What follows belongs to an exercise in optimizing a design on an open flow for small area, a short achievable clock period and few clock cycles per item; a production flow would make more cautious choices.
No functional check of the RTL was part of any run shown here.
Power is estimated from default activity; no workload was simulated.

==> flow/design.v, too long to show whole: its modules and the start of the top module <==
// module csa_fa: 4 lines
// module csa_ha: 4 lines
// module csa_hai: 4 lines
// module bicubic_tree1: 299 lines
// module bicubic_tree2: 278 lines
// module bicubic_tree3: 256 lines
// module bicubic_pnext: 99 lines
// module bicubic_resampler: 268 lines
// module bicubic_coef: 14 lines
module bicubic_resampler #(
    parameter int LEN_W = bicubic_pkg::LEN_W
) (
    input  wire logic              CLK,
    input  wire logic              RST,
    input  wire logic              start_i,
    input  wire logic [LEN_W-1:0]  src_len_i,
    input  wire logic [LEN_W-1:0]  dst_len_i,
    input  wire logic              src_valid_i,
    input  wire bicubic_pkg::pix_t src_pix_i,
    output logic                   src_ready_o,
    output logic                   out_valid_o,
    output bicubic_pkg::pix_t      out_pix_o,
    input  wire logic              out_ready_i,
    output logic                   done_o
);
  // ...
==> flow/flow/run.sh <==
#!/bin/bash
set -euo pipefail
sed 's/ SETUP_SLACK_MARGIN=[0-9.]* / SETUP_SLACK_MARGIN=6.6 /' standard.sh > standard_margin.sh
grep -q 'SETUP_SLACK_MARGIN=6.6' standard_margin.sh
bash standard_margin.sh > standard.log 2>&1
==> flow/standard.sh <==
#!/bin/bash
# synth_recipe.tcl (not shown) runs the flow's synth.tcl, then flattens the netlist and writes it again
# the make line also repeats each setting of config.mk as NAME=value (left out here)
make -C /OpenROAD-flow-scripts/flow DESIGN_CONFIG=/design/flow/config.mk WORK_HOME=/design/flow/orfs CLKGATE_MAP_FILE= SYNTH_SCRIPT=/design/flow/synth_recipe.tcl "${@:-finish}"
==> flow/config.mk <==
export PLATFORM = sky130hd
export DESIGN_NAME = bicubic_resampler
export DESIGN_NICKNAME = bicubic_resampler
export VERILOG_FILES = /design/flow/design.v
export SDC_FILE = /design/flow/constraint.sdc
export NUM_CORES = 4
export LEC_CHECK = 0
export ABC_CLOCK_PERIOD_IN_PS = 4000
export CAP_MARGIN = 20
export CORE_MARGIN = 2
export CORE_UTILIZATION = 40
export CTS_BUF_LIST = sky130_fd_sc_hd__clkbuf_8
export SETUP_SLACK_MARGIN = 5
export SLEW_MARGIN = 20
export SYNTH_HIERARCHICAL = 1
==> flow/constraint.sdc <==
create_clock -name core_clock -period 10.0 [get_ports {CLK}]
set_input_delay 2.0000 -clock core_clock [delete_from_list [all_inputs] [get_ports {CLK}]]
set_output_delay 2.0000 -clock core_clock [all_outputs]
set_load 0.01 [all_outputs]
==> notes.md, run 1 <==
| Step | Result | Value |
|:---|:---|:---|
| finish | Relative area change from synthesis to final layout | 13.6% |
| outcome | Result of the run | finished clean |
| routing | Detail-routed net length per standard cell | 16.2 um |
| logic synthesis | Post-Syn Area per Cell | 10.4 um^2 |
| routing | Number of vias after detailed routing | 18136 |
| finish | Total Nets Final | 3127 |
| routing | Met3 routed wirelength | 2950 um |
| global routing | Global-route wire length before repair | 95400 um |
| finish | Number of diodes added for antenna fixing | 1 |
| clock tree | H-Tree Depth | 2 |
| power | Sequential power share | 27.7% |
| finish | Sequential Area | 9830 um^2 |
| finish | Utilization of the core after routing | 46.1% |
| clock tree | Maximum buffer depth of the clock tree | 3 |
| clock tree | CTS clk-pin slew, worst paths | 0.06 ns |
| finish | Final instance count without filler cells | 3564 |
| finish | Count of non-CTS buffers in the layout | 165 |
| sta | Setup repair after global routing missed its margin | true |
| power | Leakage component of the power | 12.3 nW |
| die | Starting utilization of the core area | 40.6% |
| routing | Number of nets still failing antenna checks after routing | 0 |
| sta | Shortest clock period the worst path allows after layout | 3.69 ns |
| global routing | Met3 GRT Util | 2.93% |
| finish | Final clock-cell share | 4.36% |
| global routing | Global-route congestion overflow total | 0 |
| critical path | Reg-to-Reg Start | den[1] |
| finish | Fraction of standard cell area that is sequential | 32.3% |
| finish | Dominant kind of cell | multi-input combinational cells |
| logic synthesis | Cell area after technology mapping | 26800 um^2 |
| power | Sequential logic power | 2.44 mW |
| routing | Top Metal Used | met4 |
| clock tree | Clock root cell | sky130_fd_sc_hd__clkbuf_8 |
| routing | Number of design-rule violations left by the first detailed-router iteration | 992 |
| global routing | Gr usage total | 16.8% |
| sta | Setup-failing EPs final | 0 |
| power | Part of the total power dissipated in combinational logic | 56.2% |
| finish | Most common cell after layout, fill and taps aside | sky130_fd_sc_hd__nand2_1 |
| logic synthesis | Gate count after technology mapping | 2581 |
| critical path | Setup crit start kind | register |
| sta | Final hold violations | 0 |
| routing | Average vias per placed instance | 5.09 |
| power | Switching share of power | 40.5% |
| critical path | Arrival time of the worst setup path | 4.10 ns |
==> run 2: changes to the inputs <==
--- a/flow/config.mk
+++ b/flow/config.mk
@@ -10,5 +10,4 @@
 export CORE_MARGIN = 2
 export CORE_UTILIZATION = 40
-export CTS_BUF_LIST = sky130_fd_sc_hd__clkbuf_8
 export SETUP_SLACK_MARGIN = 5
 export SLEW_MARGIN = 20
==> notes.md, run 2 <==
| Step | Result | Value | Change |
|:---|:---|:---|:---|
| power | Power consumption | 9.01 mW | was 8.82 mW |
| global routing | Pin count of the biggest net entering global routing | 95 | unchanged |
| finish | Share of post-route cells with drive strength above 1 | 14.9% | was 14.4% |
| sta | Pins Over Slew Limit | 0 | unchanged |
| global routing | Global-route wire length before repair | 96000 um | was 95400 um |
| power | Total power per unit cell area | 293 nW/um^2 | was 290 nW/um^2 |
| finish | Final instance count without filler cells | 3546 | was 3564 |
| logic synthesis | Synthesized netlist net count | 3056 | unchanged |
| routing | Number of vias after detailed routing | 18160 | was 18136 |
| finish | Most common cell after layout, fill and taps aside | sky130_fd_sc_hd__nand2_1 | unchanged |
| finish | Registers with the highest flip-flop counts | h1 (12), r1a (12), r1b (12) | unchanged |
| sta | Timing-limited maximum frequency | 0.275 GHz | was 0.271 GHz |
| critical path | Buffering stage count on the worst path with inverters included | 3 | was 5 |
| clock tree | Worst-Skew Late Latency | 0.58 ns | was 0.67 ns |
| placed design | Number of cells after detailed placement | 3325 | unchanged |
| routing | Number of nets still failing antenna checks after routing | 0 | unchanged |
| critical path | Required time at the worst-slack endpoint | 10.40 ns | was 10.41 ns |
| die | Width of the chip | 263 um | unchanged |
| sta | Final worst-path setup slack | 6.36 ns | was 6.31 ns |
| finish | Combined area of the multi-input logic cells | 15400 um^2 | was 15300 um^2 |
| critical path | Worst reg2reg path depth | 13 | was 18 |
| sta | Crit share post-route | 36.4% | was 36.9% |
| clock tree | Clock root cell | sky130_fd_sc_hd__clkbuf_16 | was sky130_fd_sc_hd__clkbuf_8 |
| critical path | Reg-to-reg setup timing slack | 6.36 ns | was 6.31 ns |
| critical path | Critical register-to-register path endpoint | pa[10] | was en[5] |
| sta | Slew of the pin with the lowest slew margin | 1.07 ns | was 1.06 ns |
| logic synthesis | Gate count after technology mapping | 2581 | unchanged |
| finish | Design area | 30700 um^2 | was 30400 um^2 |
| flow run | Maxcap violations | 0 | unchanged |
| critical path | Arrival time of the worst setup path | 4.04 ns | was 4.10 ns |
| critical path | Reg-to-Reg Start | p3[2] | was den[1] |
| critical path | Sequence of cells on the critical path | buf_4 > buf_6 > inv_2 > fa_1 > fa_1 > ha_4 > nor2b_2 > o21a_1 > a311o_2 > a221o_1 > a21oi_2 > nor2b_1 > o21ai_1 | was buf_6 > inv_8 > ha_1 > nor2b_4 > o31ai_4 > nand2b_1 > a21oi_2 > xnor2_2 > ha_1 > buf_4 > a41oi_4 > nand4b_1 > o21ai_4 > buf_4 > buf_6 > nor2_1 > a21oi_2 > o221ai_2 |
| sta | Setup repair after global routing missed its margin | true | unchanged |
| global routing | Antenna violations before repair | 0 | was 1 |
| outcome | Result of the run | finished clean | unchanged |
| sta | Final hold violations | 0 | unchanged |
| sta | Shortest clock period the worst path allows after layout | 3.64 ns | was 3.69 ns |
| placed design | Final weighted congestion in routability-driven placement | 0.893 | unchanged |
| clock tree | Cts hold-fix bufs | 0 | unchanged |
| logic synthesis | Count of synthesis-stage warnings from yosys | 7 | unchanged |
| critical path | Setup crit start kind | register | unchanged |
| finish | Most used cells in the layout excluding fill and tap cells | sky130_fd_sc_hd__nand2_1, sky130_fd_sc_hd__inv_1, sky130_fd_sc_hd__edfxtp_1 | unchanged |
| hold path | End point of the worst hold path | pp2[4] | was x4[0] |
| routing | Average vias per placed instance | 5.12 | was 5.09 |
| clock tree | Inserted Clock Buffers | 41 | was 61 |
| clock tree | Clock sinks | 346 | unchanged |
| finish | Utilization of the core after routing | 46.5% | was 46.1% |
| sta | Max-Slew Margin vs Limit | 28.7% | was 29.2% |
| critical path | Critical-path maximum fanout | 4 | unchanged |
| global routing | Gr usage total | 17.0% | was 16.8% |
| die | Y dimension of the die | 263 um | unchanged |
| critical path | CP most frequent cell | sky130_fd_sc_hd__fa_1 |  |
| finish | Sequential Area | 9830 um^2 | unchanged |
| sta | Setup-failing EPs final | 0 | unchanged |
| critical path | Critical path's largest stage delay | 0.55 ns | was 0.42 ns |
| critical path | Cell depth of the worst setup path | 13 | was 18 |
| die | Number of top-level pins | 38 | unchanged |
| global routing | Global-route congestion overflow total | 0 | unchanged |
| finish | Number of inserted filler cells in the final layout | 6003 | was 6025 |
| placed design | Half-perimeter wire length of the detailed placement result | 40000 um | unchanged |
| power | Leakage component of the power | 12.4 nW | was 12.3 nW |
| die | Core Footprint | 66000 um^2 | unchanged |
| routing | Pre-Repair DR Iteration Count | 5 | unchanged |
| critical path | Crit Path Class | register to register | unchanged |
| finish | Relative area change from synthesis to final layout | 14.7% | was 13.6% |
| clock tree | Maximum buffer depth of the clock tree | 3 | unchanged |
| global routing | Number of global-route vias before repair | 19018 | was 19174 |
| logic synthesis | Post-Syn Area per Cell | 10.4 um^2 | unchanged |
| routing | Routed WL | 58400 um | was 57900 um |
| clock tree | CTS tree | built | unchanged |
| die | Starting utilization of the core area | 40.6% | unchanged |
| critical path | Setup crit end kind | register | unchanged |
| clock tree | CTS clk-pin slew, worst paths | 0.06 ns | about the same |
| die | Cell Rows | 94 | unchanged |
| routing | Post-detailed-route DRC marker count | 0 | unchanged |
| routing | Detail-routed net length per standard cell | 16.5 um | was 16.2 um |
| routing | Number of design-rule violations left by the first detailed-router iteration | 974 | was 992 |
| clock tree | H-Tree Depth | 2 | unchanged |
| hold path | Worst Hold Class | register to register | unchanged |
| placed design | Placement Cell Area | 27600 um^2 | unchanged |
| sta | TNS Setup | 0 ns | unchanged |
| sta | Min Hold Slack | 0.410 ns | was 0.407 ns |
| placed design | Placement-stage worst setup slack | 4.34 ns | unchanged |
| hold path | Hold-critical path depth | 0 | unchanged |
| die | Die area | 69000 um^2 | unchanged |
| hold path | Worst Min Path Start | pp1[4] | was x3[0] |
| critical path | Critical path's slowest cell | sky130_fd_sc_hd__fa_1 | was sky130_fd_sc_hd__edfxtp_1 |
| sta | Final clock skew | 0.0210 ns | was 0.0472 ns |
| finish | Total Nets Final | 3124 | was 3127 |
| power | Highest ir drop seen on vdd | 0.297 mV | was 0.307 mV |
| logic synthesis | Cell area after technology mapping | 26800 um^2 | unchanged |
| finish | Number of diodes added for antenna fixing | 0 | was 1 |
| critical path | Cell type group with the largest total delay on the critical path | compound AO/OA/AOI/OAI gates | unchanged |
| placed design | Port buffer count | 37 | unchanged |
## run 2: what timing repair did
action / in CTS / in global routing
resized for setup: 115 / 61
setup buffers: 85 / 52
setup endpoints to repair: 150 / 225
gates cloned: 7 / 1
pin swaps: 57 / 37
## run 2: power by group
| part | switching, mW | internal, mW | total, mW |
|---|---|---|---|
| logic | 2.63 | 2.36 | 4.99 |
| clock network | 0.620 | 0.962 | 1.58 |
| registers | 0.349 | 2.09 | 2.44 |
| total | 3.60 | 5.41 | 9.01 |
## run 2: worst max-delay path by stage
| stage | from | to |
|---|---|---|
| 2_1_floorplan | out_ready_i | p1[0] |
| 3_3_place_gp | out_ready_i | p2[0] |
| 3_5_place_dp | out_ready_i | p1[2] |
| 4_1_cts | p3[2] | pa[9] |
| 5_1_grt | p3[2] | pa[9] |
| 6_report | p3[2] | pa[10] |
## run 2: final cells by class
| class | count | share of cell area (%) |
|---|---|---|
| Clock buffer | 60 | 3.97 |
| Clock inverter | 16 | 0.795 |
| Inverter | 368 | 4.60 |
| Multi-Input combinational cell | 1707 | 50.0 |
| Sequential cell | 346 | 32.0 |
| Tap cell | 864 | 3.52 |
| Timing Repair Buffer | 180 | 4.90 |
| Timing Repair inverter | 5 | 0.175 |
## run 2: worst register-to-register path, stage by stage, from the launching register on
cell and delay [ns]:
sky130_fd_sc_hd__edfxtp_1 0.49, sky130_fd_sc_hd__buf_4 0.20, sky130_fd_sc_hd__buf_6 0.12, sky130_fd_sc_hd__inv_2 0.04
sky130_fd_sc_hd__fa_1 0.43, sky130_fd_sc_hd__fa_1 0.55, sky130_fd_sc_hd__ha_4 0.22, sky130_fd_sc_hd__nor2b_2 0.14
sky130_fd_sc_hd__o21a_1 0.20, sky130_fd_sc_hd__a311o_2 0.37, sky130_fd_sc_hd__a221o_1 0.36, sky130_fd_sc_hd__a21oi_2 0.13
sky130_fd_sc_hd__nor2b_1 0.06, sky130_fd_sc_hd__o21ai_1 0.17
## run 2: layer usage
metal | GRT usage (%) | vias up | part of all wire, %
li1 | - | 8634 | -
met1 | 22.1 | 8968 | 43
met2 | 29.7 | 455 | 49
met3 | 2.21 | 103 | 4.9
met4 | 4.72 | 0 | 2.3
met5 | 0 | - | 0
==> module bicubic_pnext, before the edit <==
module bicubic_pnext (
    input wire [7:0] p2,
    input wire [7:0] p3,
    input wire [7:0] n,
    output wire [10:0] pn
);
    wire t1;
    wire t2;
    wire t3;
    wire t4;
    wire t5;
    wire t6;
    wire t7;
    wire t8;
    wire t9;
    wire t10;
    wire t11;
    wire t12;
    wire t13;
    wire t14;
    wire t15;
    wire t16;
    wire t17;
    wire t18;
    wire t19;
    wire t20;
    wire t21;
    wire t22;
    wire t23;
    wire t24;
    wire t25;
    wire t26;
    wire t27;
    wire t28;
    wire t29;
    wire t30;
    wire t31;
    wire t32;
    wire t33;
    wire t34;
    wire t35;
    wire t36;
    wire t37;
    wire t38;
    wire t39;
    wire t40;
    wire t41;
    wire t42;
    wire t43;
    wire t44;
    wire t45;
    wire t46;
    wire t47;
    wire t48;
    wire t49;
    wire t50;
    wire t51;
    wire t52;
    wire t53;
    wire t54;
    wire t55;
    wire t56;
    wire t57;
    wire t58;
    wire t59;
    assign t1 = ~p3[2];
    csa_ha ht2 (.a(p3[0]), .b(p3[1]), .s(t2), .co(t3));
    csa_fa ft4 (.a(p3[1]), .b(~n[1]), .c(~n[2]), .s(t4), .co(t5));
    csa_fa ft6 (.a(p3[2]), .b(p3[2]), .c(p3[3]), .s(t6), .co(t7));
    csa_ha ht8 (.a(~n[2]), .b(~n[3]), .s(t8), .co(t9));
    csa_fa ft10 (.a(p3[3]), .b(p3[4]), .c(~n[3]), .s(t10), .co(t11));
    csa_ha ht12 (.a(~n[4]), .b(~p2[4]), .s(t12), .co(t13));
    csa_fa ft14 (.a(p3[4]), .b(p3[5]), .c(~n[4]), .s(t14), .co(t15));
    csa_ha ht16 (.a(~n[5]), .b(~p2[5]), .s(t16), .co(t17));
    csa_fa ft18 (.a(p3[5]), .b(p3[6]), .c(~n[5]), .s(t18), .co(t19));
    csa_ha ht20 (.a(~n[6]), .b(~p2[6]), .s(t20), .co(t21));
    csa_fa ft22 (.a(p3[6]), .b(p3[7]), .c(~n[6]), .s(t22), .co(t23));
    csa_ha ht24 (.a(~n[7]), .b(~p2[7]), .s(t24), .co(t25));
    csa_ha ht26 (.a(~n[0]), .b(~n[1]), .s(t26), .co(t27));
    csa_fa ft28 (.a(~p2[2]), .b(t1), .c(t3), .s(t28), .co(t29));
    csa_fa ft30 (.a(~p2[3]), .b(t8), .c(t5), .s(t30), .co(t31));
    csa_fa ft32 (.a(t9), .b(t12), .c(t7), .s(t32), .co(t33));
    csa_fa ft34 (.a(t13), .b(t16), .c(t11), .s(t34), .co(t35));
    csa_fa ft36 (.a(t17), .b(t20), .c(t15), .s(t36), .co(t37));
    csa_fa ft38 (.a(t21), .b(t24), .c(t19), .s(t38), .co(t39));
    csa_fa ft40 (.a(p3[7]), .b(~n[7]), .c(t25), .s(t40), .co(t41));
    csa_ha ht42 (.a(p3[0]), .b(~n[0]), .s(t42), .co(t43));
    csa_fa ft44 (.a(~p2[1]), .b(t2), .c(t26), .s(t44), .co(t45));
    csa_fa ft46 (.a(t27), .b(t4), .c(t28), .s(t46), .co(t47));
    csa_fa ft48 (.a(t6), .b(t29), .c(t30), .s(t48), .co(t49));
    csa_fa ft50 (.a(t10), .b(t31), .c(t32), .s(t50), .co(t51));
    csa_fa ft52 (.a(t14), .b(t33), .c(t34), .s(t52), .co(t53));
    csa_fa ft54 (.a(t18), .b(t35), .c(t36), .s(t54), .co(t55));
    csa_fa ft56 (.a(t22), .b(t37), .c(t38), .s(t56), .co(t57));
    csa_fa ft58 (.a(t23), .b(t40), .c(t39), .s(t58), .co(t59));
    wire [10:0] ra = {1'b1, t59, t57, t55, t53, t51, t49, t47, t45, t43, t42};
    wire [10:0] rb = {1'b0, t41, t58, t56, t54, t52, t50, t48, t46, t44, ~p2[0]};
    assign pn = ra + rb;
endmodule
==> module bicubic_resampler, before the edit <==
module bicubic_resampler #(
    parameter int LEN_W = bicubic_pkg::LEN_W
) (
    input  wire logic              CLK,
    input  wire logic              RST,
    input  wire logic              start_i,
    input  wire logic [LEN_W-1:0]  src_len_i,
    input  wire logic [LEN_W-1:0]  dst_len_i,
    input  wire logic              src_valid_i,
    input  wire bicubic_pkg::pix_t src_pix_i,
    output logic                   src_ready_o,
    output logic                   out_valid_o,
    output bicubic_pkg::pix_t      out_pix_o,
    input  wire logic              out_ready_i,
    output logic                   done_o
);
    logic             busy;        
    logic             done_r;
    logic [LEN_W-1:0] den;         
    logic [LEN_W-1:0] src_left;    
    logic             sl_nz;       
    logic [7:0]       nb, nb1;     
    logic             nbv, nbv1;   
    logic             srdy;        
    logic [LEN_W-1:0] out_left;    
    logic             ol_nz;       
    logic             k8;          
    logic             loaded;      
    logic             filling;     
    logic [1:0]       fsh;         
    logic             out0;        
    logic             prep;        
    logic [1:0]       dcnt;        
    logic             ddone;       
    logic [7:0]       kq;          
    logic [LEN_W-1:0] rr;          
    logic [7:0]       xr;          
    logic [7:0]       xn;          
    logic [LEN_W-1:0] en;          
    logic             sh;          
    logic [7:0]         p1, p2, p3;
    logic signed [10:0] ca;
    logic signed [9:0]  cs;        
    logic signed [8:0]  cc;
    logic signed [10:0] pa;        
    logic start_go, pop, adv, iss0, issr, iss, run, avail, step, take, win_sh, use_nb;
    logic [7:0] npix;
    logic [7:0] x_in;
    assign start_go = start_i && !busy;
    assign pop      = out_valid_o && out_ready_i;
    assign adv      = !out_valid_o || out_ready_i;    
    assign run    = prep && ol_nz && adv;
    assign avail  = nbv || !sl_nz;
    assign src_ready_o = srdy;
    assign take   = srdy && src_valid_i;
    assign step   = filling && avail;                     
    assign iss0   = busy && loaded && !out0 && adv;
    assign issr   = run && (!sh || avail);
    assign iss    = iss0 || issr;
    assign win_sh = (step && loaded) || (issr && sh);
    assign use_nb = nbv && (step || (issr && sh));
    assign npix   = nbv ? nb : p3;
    assign x_in   = out0 ? xr : 8'd0;
    logic [LEN_W+1:0] sd;          
    logic [LEN_W+3:0] u1, ua, ub;  
    logic [LEN_W-1:0] r1, r2;
    logic             q1, q2;
    always_comb begin
        sd = {1'b0, src_len_i, 1'b0} + {2'b01, ~dst_len_i};
        u1 = {3'b0, en, 1'b0} - {4'b0, den};
        ub = {2'b0, en, 2'b0} - {4'b0, den};
        ua = {2'b0, en, 2'b0} - {3'b0, den, 1'b0} - {4'b0, den};
        q1 = !u1[LEN_W+3];
        r1 = q1 ? u1[LEN_W-1:0] : {en[LEN_W-2:0], 1'b0};
        if (q1) begin
            q2 = !ua[LEN_W+3];
            r2 = q2 ? ua[LEN_W-1:0] : {u1[LEN_W-2:0], 1'b0};
        end else begin
            q2 = !ub[LEN_W+3];
            r2 = q2 ? ub[LEN_W-1:0] : {en[LEN_W-3:0], 2'b0};
        end
    end
    logic       ecar;
    logic [8:0] xsum;
    logic [9:0] xcs;
    always_comb begin
        ecar = (en >= den);
        xcs  = {1'b0, xn, 1'b1} + {1'b0, kq, ecar};
        xsum = xcs[9:1];
    end
    logic busy_n, out0_n, ddone_n, filling_n, prep_n, fin, sl_nz_n, nbv_n, nbv1_n, ol_nz_n, sh_n, dlast;
    always_comb begin
        dlast     = !ddone && dcnt == 2'd3;
        fin       = pop && !(|v) && !ol_nz;               
        busy_n    = start_go || (busy && !fin);
        out0_n    = !start_go && (out0 || iss0);
        ddone_n   = !start_go && (ddone || dlast);
        filling_n = start_go || (filling && !(step && loaded && fsh == 2'd1));
        prep_n    = busy_n && out0_n && ddone_n && !filling_n;
        sl_nz_n   = start_go || (take ? (src_left != LEN_W'(1)) : sl_nz);
        nbv_n     = !start_go && (take || nbv1 || (nbv && !use_nb));
        nbv1_n    = !start_go && (take ? (nbv && (nbv1 || !use_nb)) : (nbv1 && !use_nb));
        ol_nz_n   = start_go || (iss ? (out_left != LEN_W'(1)) : ol_nz);
        if (dlast)     sh_n = k8 | kq[6];
        else if (issr) sh_n = xsum[8] | k8;
        else           sh_n = sh;
    end
    logic srdy_n;
    assign srdy_n = (start_go || busy) && sl_nz_n && !nbv1_n;
    always_ff @(posedge CLK) begin
        if (RST) begin
            busy    <= 1'b0;
            done_r  <= 1'b0;
            filling <= 1'b0;
            prep    <= 1'b0;
            srdy    <= 1'b0;
        end else begin
            busy    <= busy_n;
            filling <= filling_n;
            prep    <= prep_n;
            srdy    <= srdy_n;
            if (start_go) done_r <= 1'b0;
            else if (fin) done_r <= 1'b1;
        end
    end
    always_ff @(posedge CLK) begin
        out0  <= out0_n;
        ddone <= ddone_n;
        sl_nz <= sl_nz_n;
        nbv   <= nbv_n;
        nbv1  <= nbv1_n;
        ol_nz <= ol_nz_n;
        sh    <= sh_n;
        if (use_nb || !nbv) nb <= nbv1 ? nb1 : src_pix_i;
        if (take) nb1 <= src_pix_i;
        if (dlast && !k8) den <= LEN_W'(den - r1);
        if (start_go) begin
            den      <= dst_len_i - 1'b1;
            k8       <= (src_len_i == dst_len_i);
            src_left <= src_len_i;
            out_left <= dst_len_i;
            loaded   <= 1'b0;
            fsh      <= (src_len_i == dst_len_i) ? 2'd3 : 2'd2;
            dcnt     <= 2'd0;
        end else begin
            if (take) src_left <= src_left - 1'b1;
            if (iss)  out_left <= out_left - 1'b1;
            if (step) begin
                loaded <= 1'b1;
                if (loaded) fsh <= fsh - 1'b1;
            end
            if (!ddone) dcnt <= dcnt + 1'b1;
        end
    end
    always_ff @(posedge CLK) begin
        if (start_go) begin
            en <= sd[LEN_W+1] ? sd[LEN_W-1:0] : LEN_W'({src_len_i, 1'b0} - 2'd2);
            kq <= {7'd0, sd[LEN_W+1]};
        end else if (!ddone && dcnt != 2'd3) begin
            en <= r2;
            kq <= {kq[5:0], q1, q2};
        end else if (dlast) begin
            kq  <= k8 ? 8'd0 : {kq[6:0], q1};
            rr  <= k8 ? '0 : r1;
            xr  <= k8 ? 8'd0 : {kq[6:0], q1};
            xn  <= k8 ? 8'd0 : {kq[5:0], q1, q2};
            en  <= k8 ? '0 : r2;
        end else if (issr) begin
            xr <= xn;
            xn <= xsum[7:0];
            en <= ecar ? LEN_W'(en - den) : LEN_W'(en + rr);
        end
    end
    logic signed [10:0] na, npb;
    logic signed [9:0]  ns;
    logic signed [8:0]  nc;
    bicubic_coef u_coef (.p1(p1), .p2(p2), .p3(p3), .n(npix), .pa(pa), .a(na), .s(ns), .c(nc));
    bicubic_pnext u_pnext (.p2(p2), .p3(p3), .n(nb), .pn(npb));
    always_ff @(posedge CLK) begin
        if (step && !loaded) begin
            p1 <= nb;
            p2 <= nb;
            p3 <= nb;
            ca <= '0;
            cs <= '0;
            cc <= '0;
            pa <= -$signed({3'b0, nb});
        end else if (win_sh) begin
            p1 <= p2;
            p2 <= p3;
            p3 <= npix;
            ca <= na;
            cs <= ns;
            cc <= nc;
            pa <= nbv ? npb : -$signed({3'b0, p2});    
        end
    end
    logic [5:1]         v;
    logic [11:0]        r1a, r1b;
    logic               r1c;
    logic [11:0]        h1;
    logic [10:0]        r2a, r2b;
    logic               r2c;
    logic [10:0]        h2;
    logic [9:0]         r3a, r3b;
    logic               r3c;
    logic signed [8:0]  c1, c2;
    logic [7:0]         pp1, pp2, pp3, pp4;
    logic [7:0]         x1, x2, x3, x4;
    logic [11:0] t1a, t1b;
    logic        t1c;
    logic [10:0] t2a, t2b;
    logic        t2c;
    logic [9:0]  t3a, t3b;
    logic        t3c;
    logic [12:0] h1c;
    logic [11:0] h2c;
    logic [10:0] y3c;
    logic [9:0]  y3;
    logic [7:0]  res;
    bicubic_tree1 u_t1 (.au({~ca[10], ca[9:0]}), .x(x_in), .su({~cs[9], cs[8:0]}), .ya(t1a), .yb(t1b), .yc(t1c));
    assign h1c = {~r1a, 1'b1} + {~r1b, r1c};
    bicubic_tree2 u_t2 (.hu({~h1[11], h1[10:0]}), .x(x2), .cu({~c2[8], c2[7:0]}), .ya(t2a), .yb(t2b), .yc(t2c));
    assign h2c = {~r2a, 1'b1} + {~r2b, r2c};
    bicubic_tree3 u_t3 (.hu({~h2[10], h2[9:0]}), .x(x4), .p(pp4), .ya(t3a), .yb(t3b), .yc(t3c));
    assign y3c = {~r3a, 1'b1} + {~r3b, r3c};
    assign y3  = y3c[10:1];
    assign res = y3[9] ? 8'd0 : (y3[8] ? 8'hff : y3[7:0]);
    always_ff @(posedge CLK) begin
        if (RST)      v <= '0;
        else if (adv) v <= {v[4:1], iss};
    end
    always_ff @(posedge CLK) begin
        if (adv) begin
        r1a <= t1a;
        r1b <= t1b;
        r1c <= t1c;
        c1  <= cc;
        pp1 <= p1;
        x1  <= x_in;
        h1  <= h1c[12:1];
        c2  <= c1;
        pp2 <= pp1;
        x2  <= x1;
        r2a <= t2a;
        r2b <= t2b;
        r2c <= t2c;
        pp3 <= pp2;
        x3  <= x2;
        h2  <= h2c[11:1];
        pp4 <= pp3;
        x4  <= x3;
        r3a <= t3a;
        r3b <= t3b;
        r3c <= t3c;
        end
    end
    logic       qv;
    logic [7:0] qe;
    always_ff @(posedge CLK) begin
        if (RST)      qv <= 1'b0;
        else if (adv) qv <= v[5];
        if (adv) qe <= res;
    end
    assign out_valid_o = qv;
    assign out_pix_o   = qe;
    assign done_o      = done_r;
endmodule
==> run 3: changes to the inputs <==
--- a/flow/design.v
+++ b/flow/design.v
@@ -879,5 +879,5 @@
     input wire [7:0] p2,
     input wire [7:0] p3,
-    input wire [7:0] n,
+    input wire [9:0] n3,
     output wire [10:0] pn
 );
@@ -933,44 +933,33 @@
     wire t50;
     wire t51;
-    wire t52;
-    wire t53;
-    wire t54;
-    wire t55;
-    wire t56;
-    wire t57;
-    wire t58;
-    wire t59;
-    assign t1 = ~p3[2];
-    csa_ha ht2 (.a(p3[0]), .b(p3[1]), .s(t2), .co(t3));
-    csa_fa ft4 (.a(p3[1]), .b(~n[1]), .c(~n[2]), .s(t4), .co(t5));
-    csa_fa ft6 (.a(p3[2]), .b(p3[2]), .c(p3[3]), .s(t6), .co(t7));
-    csa_ha ht8 (.a(~n[2]), .b(~n[3]), .s(t8), .co(t9));
-    csa_fa ft10 (.a(p3[3]), .b(p3[4]), .c(~n[3]), .s(t10), .co(t11));
-    csa_ha ht12 (.a(~n[4]), .b(~p2[4]), .s(t12), .co(t13));
-    csa_fa ft14 (.a(p3[4]), .b(p3[5]), .c(~n[4]), .s(t14), .co(t15));
-    csa_ha ht16 (.a(~n[5]), .b(~p2[5]), .s(t16), .co(t17));
-    csa_fa ft18 (.a(p3[5]), .b(p3[6]), .c(~n[5]), .s(t18), .co(t19));
-    csa_ha ht20 (.a(~n[6]), .b(~p2[6]), .s(t20), .co(t21));
-    csa_fa ft22 (.a(p3[6]), .b(p3[7]), .c(~n[6]), .s(t22), .co(t23));
-    csa_ha ht24 (.a(~n[7]), .b(~p2[7]), .s(t24), .co(t25));
-    csa_ha ht26 (.a(~n[0]), .b(~n[1]), .s(t26), .co(t27));
-    csa_fa ft28 (.a(~p2[2]), .b(t1), .c(t3), .s(t28), .co(t29));
-    csa_fa ft30 (.a(~p2[3]), .b(t8), .c(t5), .s(t30), .co(t31));
-    csa_fa ft32 (.a(t9), .b(t12), .c(t7), .s(t32), .co(t33));
-    csa_fa ft34 (.a(t13), .b(t16), .c(t11), .s(t34), .co(t35));
-    csa_fa ft36 (.a(t17), .b(t20), .c(t15), .s(t36), .co(t37));
-    csa_fa ft38 (.a(t21), .b(t24), .c(t19), .s(t38), .co(t39));
-    csa_fa ft40 (.a(p3[7]), .b(~n[7]), .c(t25), .s(t40), .co(t41));
-    csa_ha ht42 (.a(p3[0]), .b(~n[0]), .s(t42), .co(t43));
-    csa_fa ft44 (.a(~p2[1]), .b(t2), .c(t26), .s(t44), .co(t45));
-    csa_fa ft46 (.a(t27), .b(t4), .c(t28), .s(t46), .co(t47));
-    csa_fa ft48 (.a(t6), .b(t29), .c(t30), .s(t48), .co(t49));
-    csa_fa ft50 (.a(t10), .b(t31), .c(t32), .s(t50), .co(t51));
-    csa_fa ft52 (.a(t14), .b(t33), .c(t34), .s(t52), .co(t53));
-    csa_fa ft54 (.a(t18), .b(t35), .c(t36), .s(t54), .co(t55));
-    csa_fa ft56 (.a(t22), .b(t37), .c(t38), .s(t56), .co(t57));
-    csa_fa ft58 (.a(t23), .b(t40), .c(t39), .s(t58), .co(t59));
-    wire [10:0] ra = {1'b1, t59, t57, t55, t53, t51, t49, t47, t45, t43, t42};
-    wire [10:0] rb = {1'b0, t41, t58, t56, t54, t52, t50, t48, t46, t44, ~p2[0]};
+    assign t1 = ~p3[1];
+    assign t2 = ~p3[7];
+    assign t3 = ~~n3[9];
+    csa_ha ht4 (.a(p3[1]), .b(p3[1]), .s(t4), .co(t5));
+    csa_ha ht6 (.a(p3[2]), .b(p3[3]), .s(t6), .co(t7));
+    csa_ha ht8 (.a(p3[3]), .b(p3[4]), .s(t8), .co(t9));
+    csa_ha ht10 (.a(p3[4]), .b(p3[5]), .s(t10), .co(t11));
+    csa_ha ht12 (.a(p3[5]), .b(p3[6]), .s(t12), .co(t13));
+    csa_ha ht14 (.a(p3[6]), .b(p3[7]), .s(t14), .co(t15));
+    csa_ha ht16 (.a(p3[0]), .b(~n3[1]), .s(t16), .co(t17));
+    csa_fa ft18 (.a(p3[2]), .b(~n3[2]), .c(~p2[2]), .s(t18), .co(t19));
+    csa_fa ft20 (.a(~n3[3]), .b(~p2[3]), .c(t5), .s(t20), .co(t21));
+    csa_fa ft22 (.a(~n3[4]), .b(~p2[4]), .c(t7), .s(t22), .co(t23));
+    csa_fa ft24 (.a(~n3[5]), .b(~p2[5]), .c(t9), .s(t24), .co(t25));
+    csa_fa ft26 (.a(~n3[6]), .b(~p2[6]), .c(t11), .s(t26), .co(t27));
+    csa_fa ft28 (.a(~n3[7]), .b(~p2[7]), .c(t13), .s(t28), .co(t29));
+    csa_ha ht30 (.a(~n3[8]), .b(t2), .s(t30), .co(t31));
+    csa_ha ht32 (.a(p3[0]), .b(~n3[0]), .s(t32), .co(t33));
+    csa_fa ft34 (.a(~p2[1]), .b(t1), .c(t16), .s(t34), .co(t35));
+    csa_fa ft36 (.a(t17), .b(t4), .c(t18), .s(t36), .co(t37));
+    csa_fa ft38 (.a(t6), .b(t19), .c(t20), .s(t38), .co(t39));
+    csa_fa ft40 (.a(t8), .b(t21), .c(t22), .s(t40), .co(t41));
+    csa_fa ft42 (.a(t10), .b(t23), .c(t24), .s(t42), .co(t43));
+    csa_fa ft44 (.a(t12), .b(t25), .c(t26), .s(t44), .co(t45));
+    csa_fa ft46 (.a(t14), .b(t27), .c(t28), .s(t46), .co(t47));
+    csa_fa ft48 (.a(t15), .b(t30), .c(t29), .s(t48), .co(t49));
+    csa_fa ft50 (.a(p3[7]), .b(t3), .c(t31), .s(t50), .co(t51));
+    wire [10:0] ra = {t51, t49, t47, t45, t43, t41, t39, t37, t35, t33, t32};
+    wire [10:0] rb = {~n3[9], t50, t48, t46, t44, t42, t40, t38, t36, t34, ~p2[0]};
     assign pn = ra + rb;
 endmodule
@@ -994,4 +983,5 @@
     output logic                   done_o
 );
+    localparam int QN = 7;   
     logic             busy;        
     logic             done_r;
@@ -999,6 +989,7 @@
     logic [LEN_W-1:0] src_left;    
     logic             sl_nz;       
-    logic [7:0]       nb, nb1;     
-    logic             nbv, nbv1;   
+    logic [7:0]       nb;          
+    logic [9:0]       nb3;         
+    logic             nbv;         
     logic             srdy;        
     logic [LEN_W-1:0] out_left;    
@@ -1010,4 +1001,5 @@
     logic             out0;        
     logic             prep;        
+    logic [QN-1:0]    oc;          
     logic [1:0]       dcnt;        
     logic             ddone;       
@@ -1023,16 +1015,15 @@
     logic signed [8:0]  cc;
     logic signed [10:0] pa;        
-    logic start_go, pop, adv, iss0, issr, iss, run, avail, step, take, win_sh, use_nb;
+    logic start_go, pop, iss0, issr, iss, run, avail, step, take, win_sh, use_nb;
     logic [7:0] npix;
     logic [7:0] x_in;
     assign start_go = start_i && !busy;
     assign pop      = out_valid_o && out_ready_i;
-    assign adv      = !out_valid_o || out_ready_i;    
-    assign run    = prep && ol_nz && adv;
+    assign run    = prep && ol_nz && !oc[QN-1];
     assign avail  = nbv || !sl_nz;
     assign src_ready_o = srdy;
     assign take   = srdy && src_valid_i;
     assign step   = filling && avail;                     
-    assign iss0   = busy && loaded && !out0 && adv;
+    assign iss0   = busy && loaded && !out0;
     assign issr   = run && (!sh || avail);
     assign iss    = iss0 || issr;
@@ -1045,4 +1036,5 @@
     logic [LEN_W-1:0] r1, r2;
     logic             q1, q2;
+    logic [LEN_W-1:0] dme;         
     always_comb begin
         sd = {1'b0, src_len_i, 1'b0} + {2'b01, ~dst_len_i};
@@ -1051,4 +1043,5 @@
         ua = {2'b0, en, 2'b0} - {3'b0, den, 1'b0} - {4'b0, den};
         q1 = !u1[LEN_W+3];
+        dme = den - en;
         r1 = q1 ? u1[LEN_W-1:0] : {en[LEN_W-2:0], 1'b0};
         if (q1) begin
@@ -1068,8 +1061,9 @@
         xsum = xcs[9:1];
     end
-    logic busy_n, out0_n, ddone_n, filling_n, prep_n, fin, sl_nz_n, nbv_n, nbv1_n, ol_nz_n, sh_n, dlast;
+    logic busy_n, out0_n, ddone_n, filling_n, prep_n, fin, sl_nz_n, nbv_n, ol_nz_n, sh_n, dlast;
+    logic [QN-1:0] oc_n;
     always_comb begin
         dlast     = !ddone && dcnt == 2'd3;
-        fin       = pop && !(|v) && !ol_nz;               
+        fin       = pop && oc[0] && !oc[1] && !ol_nz;     
         busy_n    = start_go || (busy && !fin);
         out0_n    = !start_go && (out0 || iss0);
@@ -1078,7 +1072,9 @@
         prep_n    = busy_n && out0_n && ddone_n && !filling_n;
         sl_nz_n   = start_go || (take ? (src_left != LEN_W'(1)) : sl_nz);
-        nbv_n     = !start_go && (take || nbv1 || (nbv && !use_nb));
-        nbv1_n    = !start_go && (take ? (nbv && (nbv1 || !use_nb)) : (nbv1 && !use_nb));
+        nbv_n     = !start_go && (take || (nbv && !use_nb));
         ol_nz_n   = start_go || (iss ? (out_left != LEN_W'(1)) : ol_nz);
+        if (iss && !pop)      oc_n = {oc[QN-2:0], 1'b1};
+        else if (!iss && pop) oc_n = {1'b0, oc[QN-1:1]};
+        else                  oc_n = oc;
         if (dlast)     sh_n = k8 | kq[6];
         else if (issr) sh_n = xsum[8] | k8;
@@ -1086,9 +1082,28 @@
     end
     logic srdy_n;
-    assign srdy_n = (start_go || busy) && sl_nz_n && !nbv1_n;
+    logic [3:0] srdy_c;
+    always_comb begin
+        for (int k = 0; k < 4; k++) begin
+            logic tk, pp;
+            logic sl_nz_k, nbv_k, full_k;
+            tk = k[0];
+            pp = k[1];
+            sl_nz_k = start_go || (tk ? (src_left != LEN_W'(1)) : sl_nz);
+            nbv_k   = !start_go && (tk || (nbv && !use_nb));
+            if (iss && !pp)      full_k = oc[QN-2];
+            else if (!iss && pp) full_k = 1'b0;
+            else                 full_k = oc[QN-1];
+            srdy_c[k] = (start_go || busy) && sl_nz_k
+                        && (!nbv_k || filling_n
+                            || ((start_go || busy) && out0_n && ddone_n && !filling_n
+                                && ol_nz_n && !full_k && sh_n));
+        end
+        srdy_n = srdy_c[{pop, take}];
+    end
     always_ff @(posedge CLK) begin
         if (RST) begin
             busy    <= 1'b0;
             done_r  <= 1'b0;
+            oc      <= '0;
             filling <= 1'b0;
             prep    <= 1'b0;
@@ -1098,4 +1113,5 @@
             filling <= filling_n;
             prep    <= prep_n;
+            oc      <= oc_n;
             srdy    <= srdy_n;
             if (start_go) done_r <= 1'b0;
@@ -1108,10 +1124,11 @@
         sl_nz <= sl_nz_n;
         nbv   <= nbv_n;
-        nbv1  <= nbv1_n;
         ol_nz <= ol_nz_n;
         sh    <= sh_n;
-        if (use_nb || !nbv) nb <= nbv1 ? nb1 : src_pix_i;
-        if (take) nb1 <= src_pix_i;
-        if (dlast && !k8) den <= LEN_W'(den - r1);
+        if (take) begin
+            nb  <= src_pix_i;
+            nb3 <= {1'b0, src_pix_i, 1'b0} + {2'b0, src_pix_i};
+        end
+        if (dlast && !k8) den <= q1 ? LEN_W'({dme, 1'b0}) : LEN_W'(den - {en[LEN_W-2:0], 1'b0});
         if (start_go) begin
             den      <= dst_len_i - 1'b1;
@@ -1155,5 +1172,5 @@
     logic signed [8:0]  nc;
     bicubic_coef u_coef (.p1(p1), .p2(p2), .p3(p3), .n(npix), .pa(pa), .a(na), .s(ns), .c(nc));
-    bicubic_pnext u_pnext (.p2(p2), .p3(p3), .n(nb), .pn(npb));
+    bicubic_pnext u_pnext (.p2(p2), .p3(p3), .n3(nb3), .pn(npb));
     always_ff @(posedge CLK) begin
         if (step && !loaded) begin
@@ -1207,9 +1224,8 @@
     assign res = y3[9] ? 8'd0 : (y3[8] ? 8'hff : y3[7:0]);
     always_ff @(posedge CLK) begin
-        if (RST)      v <= '0;
-        else if (adv) v <= {v[4:1], iss};
+        if (RST) v <= '0;
+        else     v <= {v[4:1], iss};
     end
     always_ff @(posedge CLK) begin
-        if (adv) begin
         r1a <= t1a;
         r1b <= t1b;
@@ -1233,15 +1249,28 @@
         r3b <= t3b;
         r3c <= t3c;
+    end
+    logic [7:0]    qe [QN];
+    logic [QN-1:0] qv;
+    logic [QN-1:0] qv_hold, qv_pop;
+    logic [7:0]    qe_hold [QN];
+    logic [7:0]    qe_pop [QN];
+    always_comb begin
+        qv_hold = v[5] ? {qv[QN-2:0], 1'b1} : qv;
+        qv_pop  = v[5] ? qv : {1'b0, qv[QN-1:1]};
+        for (int i = 0; i < QN; i++) begin
+            qe_hold[i] = (v[5] && !qv[i] && (i == 0 || qv[(i + QN - 1) % QN])) ? res : qe[i];
+            if (i == QN - 1) qe_pop[i] = qe[i];
+            else qe_pop[i] = (v[5] && qv[i] && !qv[(i + 1) % QN]) ? res : qe[(i + 1) % QN];
         end
     end
-    logic       qv;
-    logic [7:0] qe;
     always_ff @(posedge CLK) begin
-        if (RST)      qv <= 1'b0;
-        else if (adv) qv <= v[5];
-        if (adv) qe <= res;
+        if (RST) qv <= '0;
+        else     qv <= pop ? qv_pop : qv_hold;
+        for (int i = 0; i < QN; i++) begin
+            qe[i] <= pop ? qe_pop[i] : qe_hold[i];
+        end
     end
-    assign out_valid_o = qv;
-    assign out_pix_o   = qe;
+    assign out_valid_o = qv[0];
+    assign out_pix_o   = qe[0];
     assign done_o      = done_r;
 endmodule
==> flow/flow/run.sh (replaced) <==
#!/bin/bash
set -euo pipefail
sed 's/ SETUP_SLACK_MARGIN=[0-9.]* / SETUP_SLACK_MARGIN=6.75 /' standard.sh > standard_margin.sh
grep -q 'SETUP_SLACK_MARGIN=6.75' standard_margin.sh
bash standard_margin.sh > standard.log 2>&1
==> notes.md, run 3 <==
| Step | Result | Value | Change |
|:---|:---|:---|:---|
| logic synthesis | Cell area after technology mapping | 28100 um^2 | was 26800 um^2 |
| global routing | Global-route wire length before repair | 98900 um | was 96000 um |
| finish | Relative area change from synthesis to final layout | 13.3% | was 14.7% |
| clock tree | Clock root cell | sky130_fd_sc_hd__clkbuf_16 | unchanged |
| clock tree | CTS clk-pin slew, worst paths | 0.06 ns | about the same |
| critical path | Crit Path Class | register to register | unchanged |
| sta | Min Hold Slack | 0.324 ns | was 0.410 ns |
| global routing | Antenna violations before repair | 2 | was 0 |
| placed design | Placement-stage worst setup slack | 5.57 ns | was 4.34 ns |
| hold path | Worst Hold Class | register to register | unchanged |
| sta | Slew of the pin with the lowest slew margin | 0.860 ns | was 1.07 ns |
| placed design | Port buffer count | 37 | unchanged |
| clock tree | Inserted Clock Buffers | 46 | was 41 |
| sta | Final worst-path setup slack | 6.54 ns | was 6.36 ns |
| finish | Total Nets Final | 3313 | was 3124 |
| clock tree | Clock sinks | 407 | was 346 |
| clock tree | CTS tree | built | unchanged |
| placed design | Half-perimeter wire length of the detailed placement result | 44500 um | was 40000 um |
| critical path | Reg-to-Reg Start | den[0] | was p3[2] |
| clock tree | Worst-Skew Late Latency | 0.58 ns | about the same |
| logic synthesis | Post-Syn Area per Cell | 9.95 um^2 | was 10.4 um^2 |
| power | Total power per unit cell area | 307 nW/um^2 | was 293 nW/um^2 |
| power | Highest ir drop seen on vdd | 0.456 mV | was 0.297 mV |
| sta | TNS Setup | 0 ns | unchanged |
| finish | Flip-flop count of the largest register after layout | 56 |  |
| global routing | Number of global-route vias before repair | 19533 | was 19018 |
| logic synthesis | Count of synthesis-stage warnings from yosys | 10 | was 7 |
| clock tree | H-Tree Depth | 2 | unchanged |
| die | Starting utilization of the core area | 40.3% | was 40.6% |
| sta | Setup repair after global routing missed its margin | true | unchanged |
| clock tree | Cts hold-fix bufs | 0 | unchanged |
| global routing | Pin count of the biggest net entering global routing | 58 | was 95 |
| routing | Average vias per placed instance | 5.05 | was 5.12 |
| routing | Detail-routed net length per standard cell | 16.1 um | was 16.5 um |
| global routing | Global-route congestion overflow total | 0 | unchanged |
| hold path | End point of the worst hold path | x4[6] | was pp2[4] |
| sta | Max-Slew Margin vs Limit | 41.2% | was 28.7% |
| critical path | Arrival time of the worst setup path | 3.77 ns | was 4.04 ns |
| critical path | Setup crit end kind | register | unchanged |
| critical path | Critical-path maximum fanout | 6 | was 4 |
| routing | Number of design-rule violations left by the first detailed-router iteration | 1183 | was 974 |
| hold path | Worst Min Path Start | x3[6] | was pp1[4] |
| routing | Number of vias after detailed routing | 19227 | was 18160 |
| finish | Most common cell after layout, fill and taps aside | sky130_fd_sc_hd__nand2_1 | unchanged |
| outcome | Result of the run | finished clean | unchanged |
| global routing | Gr usage total | 16.9% | was 17.0% |
| sta | Timing-limited maximum frequency | 0.289 GHz | was 0.275 GHz |
| die | Cell Rows | 97 | was 94 |
| sta | Final hold violations | 0 | unchanged |
| routing | Routed WL | 61400 um | was 58400 um |
| finish | Design area | 31900 um^2 | was 30700 um^2 |
| finish | Number of diodes added for antenna fixing | 0 | unchanged |
| sta | Shortest clock period the worst path allows after layout | 3.46 ns | was 3.64 ns |
| sta | Pins Over Slew Limit | 0 | unchanged |
| routing | Pre-Repair DR Iteration Count | 7 | was 5 |
| sta | Crit share post-route | 34.6% | was 36.4% |
| clock tree | Maximum buffer depth of the clock tree | 3 | unchanged |
| placed design | Placement Cell Area | 29100 um^2 | was 27600 um^2 |
| finish | Utilization of the core after routing | 45.6% | was 46.5% |
| placed design | Final weighted congestion in routability-driven placement | 0.854 | was 0.893 |
| die | Core Footprint | 69800 um^2 | was 66000 um^2 |
| critical path | Required time at the worst-slack endpoint | 10.31 ns | was 10.40 ns |
| die | Width of the chip | 269 um | was 263 um |
| power | Leakage component of the power | 12.9 nW | was 12.4 nW |
| critical path | Worst reg2reg path depth | 16 | was 13 |
| die | Die area | 72400 um^2 | was 69000 um^2 |
| die | Number of top-level pins | 38 | unchanged |
| sta | Setup-failing EPs final | 0 | unchanged |
| finish | Share of post-route cells with drive strength above 1 | 14.5% | was 14.9% |
| flow run | Maxcap violations | 0 | unchanged |
| finish | Most used cells in the layout excluding fill and tap cells | sky130_fd_sc_hd__nand2_1, sky130_fd_sc_hd__inv_1, sky130_fd_sc_hd__fa_1 | was sky130_fd_sc_hd__nand2_1, sky130_fd_sc_hd__inv_1, sky130_fd_sc_hd__edfxtp_1 |
| critical path | Critical register-to-register path endpoint | den[6] | was pa[10] |
| critical path | Reg-to-reg setup timing slack | 6.54 ns | was 6.36 ns |
| critical path | Setup crit start kind | register | unchanged |
| finish | Largest reg by FF count | qe |  |
| routing | Post-detailed-route DRC marker count | 0 | unchanged |
| logic synthesis | Synthesized netlist net count | 3305 | was 3056 |
| hold path | Hold-critical path depth | 0 | unchanged |
| logic synthesis | Gate count after technology mapping | 2824 | was 2581 |
| die | Y dimension of the die | 269 um | was 263 um |
| routing | Number of nets still failing antenna checks after routing | 0 | unchanged |
| sta | Final clock skew | 0.0136 ns | was 0.0210 ns |
[run 3: worst max-delay path by stage]
stage | from | endpoint | slack, ns | depth (start not counted)
after floorplan | dst_len_i[1] | en[5] | 6.39 | 9
after global placement | dst_len_i[1] | en[5] | 5.57 | 10
after detailed placement | dst_len_i[1] | en[5] | 5.57 | 10
after CTS | en[2] | xn[7] | 6.51 | 14
after global routing | den[0] | den[6] | 6.39 | 16
final | den[0] | den[6] | 6.54 | 16
[run 3: repair_timing]
item	4_1_cts	5_1_grt
buffers inserted	47	32
setup endpoints to repair	107	56
resized for setup	125	76
gates cloned	2	1
pin swaps	20	23
[run 3: metal layers]
metal	wire, um	track usage (%)
met1	27900	22.5
met2	29900	28.9
met3	2390	1.97
met4	1220	4.88
met5	0	0
[run 3: critical path, cell delays in order (launching register included)]
cell                       delay [ns]
sky130_fd_sc_hd__edfxtp_1        0.46
sky130_fd_sc_hd__buf_4           0.18
sky130_fd_sc_hd__fa_2            0.39
sky130_fd_sc_hd__nor2b_4         0.13
sky130_fd_sc_hd__o31a_1          0.22
sky130_fd_sc_hd__o31ai_4         0.09
sky130_fd_sc_hd__and2_4          0.20
sky130_fd_sc_hd__buf_6           0.13
sky130_fd_sc_hd__nand2_1         0.06
sky130_fd_sc_hd__o21ai_0         0.08
sky130_fd_sc_hd__ha_1            0.32
sky130_fd_sc_hd__o21a_1          0.17
sky130_fd_sc_hd__o21a_1          0.20
sky130_fd_sc_hd__nor4_2          0.06
sky130_fd_sc_hd__a311oi_2        0.27
sky130_fd_sc_hd__xnor2_1         0.16
sky130_fd_sc_hd__a21oi_1         0.10
[run 3: through the flow]
stage | power, mW | cells
3_5_place_dp | 7.38 | 3642
3_3_place_gp | 7.23 | 3642
6_report | 9.79 | 3808
5_1_grt | 10.6 | 3808
2_1_floorplan | 6.72 | 2824
4_1_cts | 9.60 | 3775
[run 3: area by class of cell]
type	instances	area [um^2]
Timing Repair Buffer	124	1060
Clock buffer	61	1320
Fill cell	6475	37900
Tap cell	940	1180
Clock inverter	23	325
Inverter	388	1490
Sequential cell	407	9830
Multi-Input combinational cell	1865	16700
[run 3: power breakdown]
part           total [mW]  internal [mW]  switching [mW]
sequential           2.72           2.34           0.380
clock                1.81           1.12           0.698
combinational        5.26           2.44            2.81
total                9.79           5.90            3.89

static timing again, ports no longer ideal:
In the flow no input, the clock included, has a driving cell. The finished layouts below were timed again as built, in two steps.
Step 1, drivers: a clkbuf_16 drives CLK and a buf_2 each remaining input, both assumed.
Step 2 times the ports against the registers' clock, not the clock port: input delays grow and output delays shrink by t, the midpoint of the rising clock arrivals with the driver on.
Three values: ideal, step 1, step 2; two values: the first two.
| run | shift t [ns] | setup slack, ns | hold WS [ns] | clock arrival spread, ns |
|---|---|---|---|---|
| run 1 | 0.710 | 6.309 / 6.309 / 5.841 | 0.407 / 0.407 / 0.407 | 0.048 / 0.048 |
| run 2 | 0.627 | 6.358 / 6.358 / 5.973 | 0.410 / 0.410 / 0.410 | 0.024 / 0.025 |
| run 3 | 0.626 | 6.538 / 6.494 / 5.986 | 0.324 / 0.324 / 0.324 | 0.013 / 0.014 |
After both steps setup and hold are still met in every run listed. The setup slack of run 3, which loses most, moves by -0.044 ns with the drivers and by -0.552 ns with both steps.
